Context: an optimization exercise on an open-source flow, tuned for small area, a short achievable clock period and few clock cycles per item. The choices shown serve that exercise and are no tape-out recipe. In this exercise RTL edits were held to simulation tests only and were not proved equivalent to the original. Power and IR drop assume default switching activity.

==> design/flow/design.v <==
`timescale 1ns / 1ps
package wmme_pkg;
    localparam int SAMPLE_W = 32;
    localparam logic [SAMPLE_W-1:0] NO_EST_MEAN = {SAMPLE_W{1'b1}};
    typedef logic [SAMPLE_W-1:0] sample_t;
    typedef struct packed {
        logic    valid;
        sample_t sample;
    } wmme_req_t;
endpackage
`timescale 1ns / 1ps
module wmme_queue
(
    input  logic      clk,
    input  logic      rst_n,
    input  logic      in_valid,
    output logic      in_stall,
    input  wmme_pkg::sample_t   sample,
    output wmme_pkg::wmme_req_t head,
    input  logic      pop
);
    logic [wmme_pkg::SAMPLE_W-1:0] slot_reg [2];
    logic                wr_ptr_reg;
    logic                rd_ptr_reg;
    logic [1:0]          count_reg;
    logic                push;
    logic                take;
    assign in_stall = (count_reg == 2'd2);
    assign push     = in_valid && !in_stall;
    assign take     = pop && (count_reg != 2'd0);
    assign head.valid  = (count_reg != 2'd0);
    assign head.sample = slot_reg[rd_ptr_reg];
    always_ff @(posedge clk)
    begin
        if (push)
        begin
            slot_reg[wr_ptr_reg] <= sample;
        end
    end
    always_ff @(posedge clk or negedge rst_n)
    begin
        if (!rst_n)
        begin
            wr_ptr_reg <= 1'b0;
            rd_ptr_reg <= 1'b0;
            count_reg  <= 2'd0;
        end
        else
        begin
            if (push)
            begin
                wr_ptr_reg <= ~wr_ptr_reg;
            end
            if (take)
            begin
                rd_ptr_reg <= ~rd_ptr_reg;
            end
            case ({push, take})
                2'b10:   count_reg <= count_reg + 2'd1;
                2'b01:   count_reg <= count_reg - 2'd1;
                default: count_reg <= count_reg;
            endcase
        end
    end
endmodule
`timescale 1ns / 1ps
module wmme_div
#(
    parameter int WINDOW = 100,
    parameter int SUM_W  = 39
)
(
    input  logic             clk,
    input  logic             rst_n,
    input  logic             start,
    input  logic [SUM_W-1:0] dividend,
    output logic             done,
    output logic [SUM_W-1:0] quotient
);
    localparam int IDX_W = $clog2(WINDOW);
    localparam int SHIFT = SUM_W + IDX_W;
    localparam int M_W   = SUM_W + 1;
    localparam int P_W   = SUM_W + M_W;
    localparam logic [63:0] RECIP =
        ((64'd1 << SHIFT) + 64'(WINDOW - 1)) / 64'(WINDOW);
    localparam logic [2:0] LAST_STEP = 3'd4;
    logic                busy_reg;
    logic                done_reg;
    logic [2:0]          step_reg;
    logic [SUM_W-1:0]    num_reg;
    logic [63:0]         pp_reg;
    logic [1:0]          pp_sh_reg;
    logic [P_W-1:0]      acc_reg;
    logic [63:0]         num_ext;
    logic [wmme_pkg::SAMPLE_W-1:0] op_a;
    logic [wmme_pkg::SAMPLE_W-1:0] op_b;
    logic [P_W-1:0]      pp_term;
    assign num_ext  = 64'(num_reg);
    assign op_a     = step_reg[1] ? num_ext[63:32] : num_ext[31:0];
    assign op_b     = step_reg[0] ? RECIP[63:32] : RECIP[31:0];
    assign done     = done_reg;
    assign quotient = SUM_W'(acc_reg[P_W-1:SHIFT]);
    always_comb
    begin
        case (pp_sh_reg)
            2'd0:    pp_term = P_W'(pp_reg);
            2'd1:    pp_term = P_W'(pp_reg) << 32;
            default: pp_term = P_W'(pp_reg) << 64;
        endcase
    end
    always_ff @(posedge clk or negedge rst_n)
    begin
        if (!rst_n)
        begin
            busy_reg <= 1'b0;
            done_reg <= 1'b0;
            step_reg <= '0;
        end
        else
        begin
            done_reg <= busy_reg && (step_reg == LAST_STEP);
            if (start)
            begin
                busy_reg <= 1'b1;
                step_reg <= '0;
            end
            else if (busy_reg)
            begin
                if (step_reg == LAST_STEP)
                begin
                    busy_reg <= 1'b0;
                end
                else
                begin
                    step_reg <= step_reg + 3'd1;
                end
            end
        end
    end
    always_ff @(posedge clk)
    begin
        if (start)
        begin
            num_reg <= dividend;
            acc_reg <= '0;
        end
        else if (busy_reg)
        begin
            if (step_reg != LAST_STEP)
            begin
                pp_reg    <= op_a * op_b;
                pp_sh_reg <= {1'b0, step_reg[1]} + {1'b0, step_reg[0]};
            end
            if (step_reg != 3'd0)
            begin
                acc_reg <= acc_reg + pp_term;
            end
        end
    end
endmodule
`timescale 1ns / 1ps
module wmme_engine
#(
    parameter int WINDOW = 100
)
(
    input  logic      clk,
    input  logic      rst_n,
    input  wmme_pkg::wmme_req_t head,
    output logic      pop,
    output logic      out_valid,
    input  logic      out_stall,
    output wmme_pkg::sample_t   window_min,
    output wmme_pkg::sample_t   mean_excess,
    output logic      no_estimate
);
    localparam int IDX_W = $clog2(WINDOW);
    localparam int SUM_W = wmme_pkg::SAMPLE_W + IDX_W;
    localparam logic [IDX_W:0]   WIN_CNT  = (IDX_W + 1)'(WINDOW);
    localparam logic [IDX_W-1:0] LAST_IDX = IDX_W'(WINDOW - 1);
    typedef enum logic [2:0] {
        S_IDLE,
        S_SCAN,
        S_MULT,
        S_START,
        S_DIV,
        S_DONE
    } state_t;
    state_t              state_reg;
    logic [IDX_W-1:0]    wr_slot_reg;
    logic [WINDOW-1:0]   entry_vld_reg;
    logic [IDX_W:0]      issue_reg;
    logic                rd_pend_reg;
    wmme_pkg::sample_t             min_reg;
    logic [SUM_W-1:0]    sum_reg;
    logic [SUM_W-1:0]    prod_reg;
    wmme_pkg::sample_t             res_mean_reg;
    logic                res_noest_reg;
    logic                out_valid_reg;
    wmme_pkg::sample_t             out_min_reg;
    wmme_pkg::sample_t             out_mean_reg;
    logic                out_noest_reg;
    wmme_pkg::sample_t             ring_mem [WINDOW];
    wmme_pkg::sample_t             rd_data_reg;
    logic                rd_vld_reg;
    logic                wr_en;
    logic                issuing;
    logic [IDX_W-1:0]    rd_addr;
    wmme_pkg::sample_t             entry;
    logic                div_start;
    logic                div_done;
    logic [SUM_W-1:0]    div_quot;
    logic [SUM_W-1:0]    excess_total;
    assign wr_en     = (state_reg == S_IDLE) && head.valid;
    assign pop       = wr_en;
    assign issuing   = (issue_reg < WIN_CNT);
    assign rd_addr   = issuing ? issue_reg[IDX_W-1:0] : '0;
    assign entry     = rd_vld_reg ? rd_data_reg : '0;
    assign div_start = (state_reg == S_START);
    assign excess_total = sum_reg - prod_reg;
    assign out_valid   = out_valid_reg;
    assign window_min  = out_min_reg;
    assign mean_excess = out_mean_reg;
    assign no_estimate = out_noest_reg;
    wmme_div #(
        .WINDOW (WINDOW),
        .SUM_W  (SUM_W)
    ) u_div (
        .clk      (clk),
        .rst_n    (rst_n),
        .start    (div_start),
        .dividend (excess_total),
        .done     (div_done),
        .quotient (div_quot)
    );
    always_ff @(posedge clk)
    begin
        if (wr_en)
        begin
            ring_mem[wr_slot_reg] <= head.sample;
        end
        rd_data_reg <= ring_mem[rd_addr];
        rd_vld_reg  <= entry_vld_reg[rd_addr];
    end
    always_ff @(posedge clk or negedge rst_n)
    begin
        if (!rst_n)
        begin
            state_reg     <= S_IDLE;
            wr_slot_reg   <= '0;
            entry_vld_reg <= '0;
            issue_reg     <= '0;
            rd_pend_reg   <= 1'b0;
            out_valid_reg <= 1'b0;
        end
        else
        begin
            if ((state_reg == S_DONE) && (!out_valid_reg || !out_stall))
            begin
                out_valid_reg <= 1'b1;
            end
            else if (out_valid_reg && !out_stall)
            begin
                out_valid_reg <= 1'b0;
            end
            case (state_reg)
                S_IDLE:
                begin
                    if (head.valid)
                    begin
                        entry_vld_reg[wr_slot_reg] <= 1'b1;
                        wr_slot_reg <= (wr_slot_reg == LAST_IDX) ?
                                       '0 : wr_slot_reg + IDX_W'(1);
                        issue_reg   <= '0;
                        rd_pend_reg <= 1'b0;
                        min_reg     <= '1;
                        sum_reg     <= '0;
                        state_reg   <= S_SCAN;
                    end
                end
                S_SCAN:
                begin
                    if (issuing)
                    begin
                        issue_reg <= issue_reg + (IDX_W + 1)'(1);
                    end
                    rd_pend_reg <= issuing;
                    if (rd_pend_reg)
                    begin
                        if (entry < min_reg)
                        begin
                            min_reg <= entry;
                        end
                        sum_reg <= sum_reg + SUM_W'(entry);
                    end
                    else if (!issuing)
                    begin
                        state_reg <= S_MULT;
                    end
                end
                S_MULT:
                begin
                    if (min_reg == '0)
                    begin
                        res_mean_reg  <= wmme_pkg::NO_EST_MEAN;
                        res_noest_reg <= 1'b1;
                        state_reg     <= S_DONE;
                    end
                    else
                    begin
                        prod_reg  <= SUM_W'(min_reg) * SUM_W'(WINDOW);
                        state_reg <= S_START;
                    end
                end
                S_START:
                begin
                    state_reg <= S_DIV;
                end
                S_DIV:
                begin
                    if (div_done)
                    begin
                        res_mean_reg  <= div_quot[wmme_pkg::SAMPLE_W-1:0];
                        res_noest_reg <= 1'b0;
                        state_reg     <= S_DONE;
                    end
                end
                S_DONE:
                begin
                    if (!out_valid_reg || !out_stall)
                    begin
                        out_min_reg   <= min_reg;
                        out_mean_reg  <= res_mean_reg;
                        out_noest_reg <= res_noest_reg;
                        state_reg     <= S_IDLE;
                    end
                end
                default:
                begin
                    state_reg <= S_IDLE;
                end
            endcase
        end
    end
endmodule
`timescale 1ns / 1ps
module window_min_mean_excess
#(
    parameter int WINDOW = 100
)
(
    input  logic    clk,
    input  logic    rst_n,
    input  logic    in_valid,
    output logic    in_stall,
    input  wmme_pkg::sample_t sample,
    output logic    out_valid,
    input  logic    out_stall,
    output wmme_pkg::sample_t window_min,
    output wmme_pkg::sample_t mean_excess,
    output logic    no_estimate
);
    wmme_pkg::wmme_req_t head;
    logic      pop;
    wmme_queue u_queue (
        .clk      (clk),
        .rst_n    (rst_n),
        .in_valid (in_valid),
        .in_stall (in_stall),
        .sample   (sample),
        .head     (head),
        .pop      (pop)
    );
    wmme_engine #(
        .WINDOW (WINDOW)
    ) u_engine (
        .clk         (clk),
        .rst_n       (rst_n),
        .head        (head),
        .pop         (pop),
        .out_valid   (out_valid),
        .out_stall   (out_stall),
        .window_min  (window_min),
        .mean_excess (mean_excess),
        .no_estimate (no_estimate)
    );
endmodule
==> design/flow/run.sh <==
#!/bin/bash
# synth_recipe.tcl (not shown) runs the flow's synth.tcl, then flattens the netlist and writes it again
# the make line also repeats each setting of config.mk as NAME=value (left out here)
make -C /OpenROAD-flow-scripts/flow DESIGN_CONFIG=/design/flow/config.mk WORK_HOME=/design/flow/orfs CLKGATE_MAP_FILE= SYNTH_SCRIPT=/design/flow/synth_recipe.tcl finish
==> design/flow/config.mk <==
export PLATFORM = sky130hd
export DESIGN_NAME = window_min_mean_excess
export DESIGN_NICKNAME = window_min_mean_excess
export VERILOG_FILES = /design/flow/design.v
export SDC_FILE = /design/flow/constraint.sdc
export NUM_CORES = 4
export LEC_CHECK = 0
export CAP_MARGIN = 20
export CORE_MARGIN = 2
export CORE_UTILIZATION = 40
export SLEW_MARGIN = 20
==> design/flow/constraint.sdc <==
create_clock -name core_clock -period 10.0 [get_ports {clk}]
set_input_delay 2.0000 -clock core_clock [delete_from_list [all_inputs] [get_ports {clk}]]
set_output_delay 2.0000 -clock core_clock [all_outputs]
set_load 0.01 [all_outputs]
==> flow_summary_export.csv <==
group,metric,value,unit
worst_setup_path,worst_ep_required_time,10.65,ns
worst_setup_path,reg2reg_depth,28,
grt,grtUsageTotal,22.4,%
grt,grt_pass1_vias,104059,
cts,cts_tree,"built",
sta,fin_skew,0.0921,ns
placed_design,hpwlAfterDp,336000,um
power_and_ir_drop,p_int,26.7,mW
cts,clk_pin_slew_worst_paths,0.06,ns
yosys,synth-edff-count,3575,
yosys,syn_inst,11751,
route,ant_nets,0,
yosys,ys_seq_area_share,63.2,%
grt,grt_pass1_wl,742000,um
power_and_ir_drop,power_density,171,nW/um^2
layout,area_growth,12.6,%
cts,cts_resized,0,
yosys,synth_top_cell_area_share,60.2,%
route,routed_wl,516000,um
power_and_ir_drop,power.share.sequential,52.7,%
grt,grt_max_degree,154,
floorplan,row_count,245,
worst_setup_path,crit_path_max_incr_delay,0.77,ns
route,dr.pass1.iters,6,
grt,antenna_found_initial,26,
worst_setup_path,cp-end-kind,"flop",
status,status,"complete, no violations",
yosys,ys_seq_elements,3815,
floorplan,design.core.area,445000,sq um
route,wire_per_inst,28.3,um
floorplan,die_h,672,um
worst_setup_path,crit_type,"flop to flop",
sta,fin_setup_tns,0,ns
power_and_ir_drop,power_switching,7.64,mW
yosys,yosys.area.top_type,"edfxtp_1",
cts,cts_num_sinks,3815,
floorplan,io_pins,103,
cts,cts.htree.levels,5,
floorplan,initial_utilization,40.1,%
run,drv_cap,0,
worst_setup_path,crit_path_top_delay_cell,"mux2i_1",
power_and_ir_drop,vdd_drop_max,0.000193,V
yosys,synthTopCellsByArea,"edfxtp_1 60%, mux4_2 7.5%, fa_1 5.3%",
sta,fin_ws,0.957,ns
floorplan,die-area,451000,sq um
cts,clock_latency,1.00,ns
power_and_ir_drop,leakage,70.0,nW
layout,final_area,201000,sq um
cts,cts_made_buffers,401,
layout,final-instance-count-excl-fill,18227,
placed_design,numPortBuffers,102,
power_and_ir_drop,p_sw_share,22.2,%
sta,tightest_slew,1.24,ns
yosys,avgSynthCellArea,15.2,sq um
sta,setup_viol,0,
cts,clk_path_buf_depth,4,
worst_setup_path,arrival,9.70,ns
placed_design,post-place-ws,1.07,ns
route,vias,102914,
sta,hold_violations,0,
floorplan,die_w,672,um
route,drc,0,
sta,timing.final.crit_share,90.4,%
placed_design,dp_cells,17459,
cts,cts_root_buffer,"clkbuf_16",
layout,largest_register_ffs,3200,
worst_setup_path,timing.rr.end,"u_engine.u_div.pp_reg[59]",
sta,finalCriticalPeriod,9.04,ns
sta,max_freq,111,MHz
yosys,ys_async_sr_fraction,3.38,%
yosys,synth_warnings,3,
worst_setup_path,cp-start-kind,"flop",
yosys,synthDistinctLibCells,82,
sta,drv_slew,0,
worst_setup_path,worstSetupStartpoint,"u_engine.u_div.step_reg[1]",
power_and_ir_drop,p_clk_share,42.6,%
yosys,yosysMostFrequentCell,"edfxtp_1",
sta,rsz0062_at_grt,"false",
route,drt_iter0_markers,10389,
layout,nets,13090,
grt,gr-total-overflow,0,
sta,relSlewSlack,17.4,%
worst_setup_path,worstReg2RegStart,"u_engine.u_div.step_reg[1]",
cts,post_cts_buffers,0,
yosys,synth-main-ff-cell,"edfxtp_1",
sta,fin_hold_ws,0.399,ns
placed_design,place_congestion,0.928,
power_and_ir_drop,pwr-share-comb,4.6,%
yosys,synth_commonest_cells,"3575 x edfxtp_1, 981 x nand2_1, 835 x inv_1",
yosys,syn_area,178000,sq um
placed_design,placed_area,188000,sq um
cts,cts_hold_buf,0,
layout,drive_gt1_share,13.9,%
worst_setup_path,timing.critical_path.to,"u_engine.u_div.pp_reg[59]",
route,routed_via_density,5.65,
worst_setup_path,critPathMaxFanout,16,
min_path,hold_path_class,"flop to flop",
worst_setup_path,r2r_slack,0.96,ns
==> logic make-up (layout without fill, tap and decap cells) <==
group / count (synthesis) / in the layout / synth area share (%)
XOR/XNOR: 270 / 270 / 1.33
flip-flops: 3815 / 3815 / 63.2
AND/OR/NAND/NOR: 2241 / 2241 / 5.77
adder cells (fa/ha/maj): 1116 / 1116 / 9.80
multiplexers: 1051 / 1051 / 10.1
other: 2 / 50 / 0.00421
AO/OA/AOI/OAI: 1798 / 1798 / 6.56
buffers and inverters: 1458 / 1958 / 3.18
==> worst min path at each step <==
stage / from / to / slack [ns] / cells past startpoint
3_5_place_dp: u_engine.res_mean_reg[3] / u_engine.out_mean_reg[3] / 0.41 / 0
6_report: u_engine.res_mean_reg[12] / u_engine.out_mean_reg[12] / 0.40 / 0
2_1_floorplan: u_engine.res_mean_reg[0] / u_engine.out_mean_reg[0] / 0.40 / 0
3_3_place_gp: u_engine.res_mean_reg[5] / u_engine.out_mean_reg[5] / 0.40 / 0
4_1_cts: u_engine.res_mean_reg[12] / u_engine.out_mean_reg[12] / 0.40 / 0
5_1_grt: u_engine.res_mean_reg[12] / u_engine.out_mean_reg[12] / 0.39 / 0
==> placed cells by master, fill, tap and decap left out, types with 35 or more instances in the layout <==
cell type        netlist  final
o211ai_1              56     56
buf_4                 24    248
nor3_1                86     82
nand2_1              981    975
xnor2_1              173    173
clkinv_2               0     80
mux2i_1              375    374
o21bai_1             134    133
nor2b_1               76     73
clkdlybuf4s50_1        0    101
and3_1               148    146
or3_1                 35     35
nand2b_1              85     85
dfrtp_1              129    125
inv_1                835    834
nand3_1              192    188
ha_1                 648    648
o22ai_1              363    363
clkbuf_16              0    408
xor2_1                97     97
nor2_1               403    300
a21o_1               165    165
o21ai_0              289    287
nand4_1               73     73
a31oi_1               65     65
mux4_2               596    596
clkbuf_1             442     80
a211oi_1             143    142
clkinv_1               2     81
edfxtp_1            3575   3575
nor2_4                 0    103
dfxtp_1              111    111
a21oi_1              324    324
fa_1                 468    468
and2_1               103     98
mux2_2                80     48
==> worst max-delay path: cells and delay by family, from the launching register on <==
| family | cells | cell delay [ns] |
|---|---|---|
| flip-flops | 1 | 0.37 |
| adder cells (fa/ha/maj) | 8 | 3.58 |
| AO/OA/AOI/OAI | 8 | 2.29 |
| AND/OR/NAND/NOR | 2 | 0.36 |
| buffers and inverters | 8 | 1.20 |
| multiplexers | 1 | 0.77 |
| XOR/XNOR | 1 | 0.18 |
==> power by group through the flow <==
stage / Clock, mW / Combinational (mW) / Sequential, mW
after CTS: 14.9 / 1.61 / 18.1
after floorplan: 0 / 0.799 / 18.5
final: 14.7 / 1.60 / 18.1
after global placement: 0 / 1.53 / 18.5
after global routing: 15.5 / 1.73 / 18.1
after detailed placement: 0 / 1.61 / 18.5
==> layer usage <==
layer	GRT usage, %	share of wire (%)
met3	2.77	6.0
met5	0	0.019
met4	7.70	3.8
met1	30.3	41
met2	37.6	49
==> through the flow <==
stage	power, mW	utilization (%)
floorplan	19.3	-
global placement	20.0	42.2
detailed placement	20.1	42.2
CTS	34.7	45.1
global route	35.4	45.2
finish	34.4	45.2
==> layout make-up <==
| class | count | area, sq um |
|---|---|---|
| Fill cell | 38579 | 244000 |
| Sequential cell | 3815 | 113000 |
| Multi-Input combinational cell | 6506 | 61100 |
| Clock buffer | 502 | 10700 |
| Tap cell | 5928 | 7420 |
| Timing Repair Buffer | 377 | 3440 |
| Inverter | 837 | 3140 |
| Clock inverter | 242 | 2200 |
| Antenna cell | 20 | 50.0 |
Testbench counts, summed over its fixed seeds: cycles 360,968, items 3,200.

## separate check: timing with driven ports
In the flow no input, the clock included, has a driving cell. The finished layout below was timed again as built, in two steps. Step 1: set_driving_cell puts a clkbuf_16 on clk and a buf_2 on each other input, an assumption about the parent block. Step 2 times the ports against the registers' clock, not the clock port: input delays grow and output delays shrink by t, the midpoint of the rising clock arrivals with the driver on. a / b / c = ideal / step 1 / step 2; a / b = the first two.
t, ns: 1.060
setup slack, ns: 0.957 / 0.957 / 0.957
worst data-port slew with drivers (ns): 0.12
pins driven straight from the clock port: 1
After both steps setup and hold are still met in this run. For this run, drivers alone change the setup slack by 0.000 ns; drivers and shift together by 0.000 ns.
